This is an optimization exercise on Yosys and OpenROAD, whose aim is small area, a short achievable clock period and few clock cycles per item, not a production implementation.

==> flow/design.v <==
package iirl_pkg;
	localparam int CAPACITY_DEF    = 16;
	localparam int VALUE_WIDTH_DEF = 32;
	typedef enum logic [1:0] {
		FUNC_READ   = 2'd0,
		FUNC_INSERT = 2'd1,
		FUNC_REMOVE = 2'd2,
		FUNC_FILL   = 2'd3
	} func_t;
	typedef enum logic [1:0] {
		STAT_OK    = 2'd0,
		STAT_RANGE = 2'd1,
		STAT_FULL  = 2'd2
	} status_t;
	typedef struct packed {
		logic load;
		logic exec;
	} iirl_cmd_t;
endpackage
module iirl_ctrl (
	input  logic clk,
	input  logic arst_n,
	input  logic req_valid,
	output logic req_ready,
	output logic rsp_valid,
	input  logic rsp_ready,
	output logic q_free,    
	output logic exec,      
	output logic o_from_x,  
	output logic o_from_k,  
	output logic k_load,    
	output logic k_busy     
);
	logic q_valid, o_valid, k_valid;
	logic take;
	assign take      = o_valid & rsp_ready;
	assign exec      = q_valid & ~k_valid;
	assign q_free    = ~q_valid | ~k_valid;
	assign req_ready = q_free;
	assign rsp_valid = o_valid;
	assign o_from_k  = k_valid & take;
	assign o_from_x  = exec & (~o_valid | take);
	assign k_load    = exec & o_valid & ~take;
	assign k_busy    = k_valid;
	always_ff @(posedge clk or negedge arst_n) begin
		if (!arst_n) begin
			q_valid <= 1'b0;
			o_valid <= 1'b0;
			k_valid <= 1'b0;
		end else begin
			q_valid <= (q_free & req_valid) | (q_valid & ~exec);
			o_valid <= o_from_k | o_from_x | (o_valid & ~take);
			k_valid <= k_load | (k_valid & ~take);
		end
	end
endmodule
module iirl_dpath #(
	parameter int CAPACITY    = iirl_pkg::CAPACITY_DEF,
	parameter int VALUE_WIDTH = iirl_pkg::VALUE_WIDTH_DEF,
	localparam int CNT_W      = $clog2(CAPACITY + 1)
) (
	input  logic                   clk,
	input  logic                   arst_n,
	input  logic                   q_free,
	input  logic                   exec,
	input  logic                   o_from_x,
	input  logic                   o_from_k,
	input  logic                   k_load,
	input  logic                   k_busy,
	input  logic [1:0]             in_func,
	input  logic [CNT_W-1:0]       in_position,
	input  logic [VALUE_WIDTH-1:0] in_value,
	output logic [VALUE_WIDTH-1:0] element,
	output logic [CNT_W-1:0]       count,
	output logic [1:0]             status
);
	localparam int IW = $clog2(CAPACITY);
	localparam logic [CNT_W-1:0] CAP_C = CNT_W'(CAPACITY);
	localparam logic [IW-1:0]    LAST  = IW'(CAPACITY - 1);
	function automatic logic gt4(input logic [IW-1:0] a, input logic [IW-1:0] b);
		logic r;
		r = 1'b0;
		for (int i = 0; i < IW; i++) r = (a[i] & ~b[i]) | (~(a[i] ^ b[i]) & r);
		gt4 = r;
	endfunction
	function automatic logic gt5(input logic [CNT_W-1:0] a, input logic [CNT_W-1:0] b);
		logic r;
		r = 1'b0;
		for (int i = 0; i < CNT_W; i++) r = (a[i] & ~b[i]) | (~(a[i] ^ b[i]) & r);
		gt5 = r;
	endfunction
	logic [CNT_W-1:0]       used_q, used_d;
	logic [IW-1:0]          pos_of_q [CAPACITY];
	logic [VALUE_WIDTH-1:0] word_q [CAPACITY];
	logic [CNT_W-1:0]       pos_q;
	logic [VALUE_WIDTH-1:0] val_q;
	logic                   rd_ok, ins_ok, rem_ok, fill_ok;
	iirl_pkg::status_t      status_d;
	logic [CNT_W-1:0]  len_in;
	logic              in_rd, in_ins, in_rem, in_fill;
	iirl_pkg::status_t in_status;
	assign len_in = exec ? used_d : used_q;
	always_comb begin
		in_status = iirl_pkg::STAT_OK;
		in_rd     = 1'b0;
		in_ins    = 1'b0;
		in_rem    = 1'b0;
		in_fill   = 1'b0;
		case (in_func)
			iirl_pkg::FUNC_READ: begin
				if (gt5(len_in, in_position)) in_rd = 1'b1;
				else in_status = iirl_pkg::STAT_RANGE;
			end
			iirl_pkg::FUNC_INSERT: begin
				if (gt5(in_position, len_in)) in_status = iirl_pkg::STAT_RANGE;
				else if (len_in == CAP_C) in_status = iirl_pkg::STAT_FULL;
				else in_ins = 1'b1;
			end
			iirl_pkg::FUNC_REMOVE: begin
				if (gt5(len_in, in_position)) in_rem = 1'b1;
				else in_status = iirl_pkg::STAT_RANGE;
			end
			default: begin
				if (gt5(in_position, CAP_C)) in_status = iirl_pkg::STAT_RANGE;
				else in_fill = 1'b1;
			end
		endcase
	end
	always_ff @(posedge clk) begin
		if (q_free) begin
			pos_q    <= in_position;
			val_q    <= in_value;
			rd_ok    <= in_rd;
			ins_ok   <= in_ins;
			rem_ok   <= in_rem;
			fill_ok  <= in_fill;
			status_d <= in_status;
		end
	end
	logic elem_d;
	assign elem_d = rd_ok | rem_ok;
	always_comb begin
		used_d = used_q;
		if (ins_ok) used_d = used_q + CNT_W'(1);
		if (rem_ok) used_d = used_q - CNT_W'(1);
		if (fill_ok) used_d = pos_q;
	end
	always_ff @(posedge clk or negedge arst_n) begin
		if (!arst_n) used_q <= '0;
		else if (exec) used_q <= used_d;
	end
	logic [IW-1:0] x;
	assign x = pos_q[IW-1:0];
	for (genvar s = 0; s < CAPACITY; s++) begin : g_slot
		logic [IW-1:0] v, nv, step;
		logic at_last, at_x, above_x;
		assign v       = pos_of_q[s];
		assign at_last = &v;
		assign at_x    = (v == x);
		assign above_x = gt4(v, x);
		logic carry;
		always_comb begin
			carry = 1'b1;
			for (int b = 0; b < IW; b++) begin
				step[b] = v[b] ^ carry;
				carry   = carry & (v[b] ^ ~ins_ok);
			end
		end
		assign nv = ins_ok ? (at_last ? x : step) : (at_x ? LAST : step);
		always_ff @(posedge clk or negedge arst_n) begin
			if (!arst_n) pos_of_q[s] <= IW'(s);
			else if (exec && (ins_ok || rem_ok) && (at_x || above_x)) pos_of_q[s] <= nv;
		end
		always_ff @(posedge clk) begin
			if (exec && (fill_ok || (ins_ok && at_last)))
				word_q[s] <= val_q;
		end
	end
	logic [IW-1:0] rd_pos;
	always_ff @(posedge clk) begin
		if (k_load) rd_pos <= rem_ok ? LAST : x;
		else if (q_free && (!k_busy || o_from_k)) rd_pos <= in_position[IW-1:0];
		else if (o_from_k) rd_pos <= x;
	end
	logic [VALUE_WIDTH-1:0] rd_word;
	always_comb begin
		rd_word = '0;
		for (int s = 0; s < CAPACITY; s++)
			if (pos_of_q[s] == rd_pos) rd_word = rd_word | word_q[s];
	end
	logic              k_elem;
	iirl_pkg::status_t k_status;
	always_ff @(posedge clk) begin
		if (k_load) begin
			k_elem   <= elem_d;
			k_status <= status_d;
		end
	end
	logic                   rd_elem;
	logic [VALUE_WIDTH-1:0] element_q;
	logic [CNT_W-1:0]       count_q;
	iirl_pkg::status_t      status_q;
	assign rd_elem = o_from_k ? k_elem : elem_d;
	always_ff @(posedge clk) begin
		if (o_from_k || o_from_x) begin
			element_q <= rd_elem ? rd_word : '0;
			count_q   <= o_from_k ? used_q : used_d;
			status_q  <= o_from_k ? k_status : status_d;
		end
	end
	assign element = element_q;
	assign count   = count_q;
	assign status  = status_q;
endmodule
module indexed_insert_remove_list #(
	parameter int CAPACITY    = iirl_pkg::CAPACITY_DEF,
	parameter int VALUE_WIDTH = iirl_pkg::VALUE_WIDTH_DEF,
	localparam int CNT_W      = $clog2(CAPACITY + 1)
) (
	input  logic                   clk,
	input  logic                   arst_n,
	input  logic                   req_valid,
	output logic                   req_ready,
	input  logic [1:0]             req_func,
	input  logic [CNT_W-1:0]       req_position,
	input  logic [VALUE_WIDTH-1:0] req_value,
	output logic                   rsp_valid,
	input  logic                   rsp_ready,
	output logic [VALUE_WIDTH-1:0] rsp_element,
	output logic [CNT_W-1:0]       rsp_count,
	output logic [1:0]             rsp_status
);
	logic q_free, exec, o_from_x, o_from_k, k_load, k_busy;
	iirl_ctrl u_ctrl (
		.clk       (clk),
		.arst_n    (arst_n),
		.req_valid (req_valid),
		.req_ready (req_ready),
		.rsp_valid (rsp_valid),
		.rsp_ready (rsp_ready),
		.q_free    (q_free),
		.exec      (exec),
		.o_from_x  (o_from_x),
		.o_from_k  (o_from_k),
		.k_load    (k_load),
		.k_busy    (k_busy)
	);
	iirl_dpath #(
		.CAPACITY    (CAPACITY),
		.VALUE_WIDTH (VALUE_WIDTH)
	) u_dpath (
		.clk         (clk),
		.arst_n      (arst_n),
		.q_free      (q_free),
		.exec        (exec),
		.o_from_x    (o_from_x),
		.o_from_k    (o_from_k),
		.k_load      (k_load),
		.k_busy      (k_busy),
		.in_func     (req_func),
		.in_position (req_position),
		.in_value    (req_value),
		.element     (rsp_element),
		.count       (rsp_count),
		.status      (rsp_status)
	);
endmodule
export LEC_CHECK = 0
export CAP_MARGIN = 20
export CELL_PAD_IN_SITES_DETAIL_PLACEMENT = 1
export CELL_PAD_IN_SITES_GLOBAL_PLACEMENT = 1
export CORE_MARGIN = 2
export CORE_UTILIZATION = 40
export SLEW_MARGIN = 20
create_clock -name core_clock -period 5.0 [get_ports {clk}]
run.sh (not shown) runs the stock make flow with config.mk's settings and CLKGATE_MAP_FILE= SYNTH_SCRIPT=/design/flow/synth_recipe.tcl, a recipe that flattens the netlist after the stock synthesis.
The baseline passed the timing, design-rule and antenna checks.
Next try:
--- a/flow/config.mk
+++ b/flow/config.mk
@@ -12,0 +13 @@
+export SETUP_SLACK_MARGIN = 2.8
Effect:
- The changed run passed the timing, design-rule and antenna checks
- wire length climbs by 28%
- die area does not change
- final area came out higher by 19%
No run of this note included a check of the RTL's function; only the layout flow was run.

## what the ideal ports hide
How much do the figures lean on ideal ports? The routed layouts below were timed once more, with nothing changed but the port constraints. Step 1: set_driving_cell puts a clkbuf_16 on clk and a buf_2 on each other input, an assumption about the parent block. Step 2 times the ports against the registers' clock, not the clock port: input delays grow and output delays shrink by t, the midpoint of the rising clock arrivals with the driver on. a / b / c = ideal ports / drivers / drivers and shift; a / b = the first two.
run | shift t [ns] | setup slack, ns | worst setup path after step 2 | cell pins on the clock port's net
the first run | 0.676 | 1.277 / 1.277 / 1.277 | register to register | 1
the second run | 0.706 | 2.361 / 2.361 / 2.022 | input to register | 1
After both steps setup and hold are still met in every run listed. The setup slack of the second run, which loses most, moves by 0.000 ns with the drivers and by -0.339 ns with both steps.
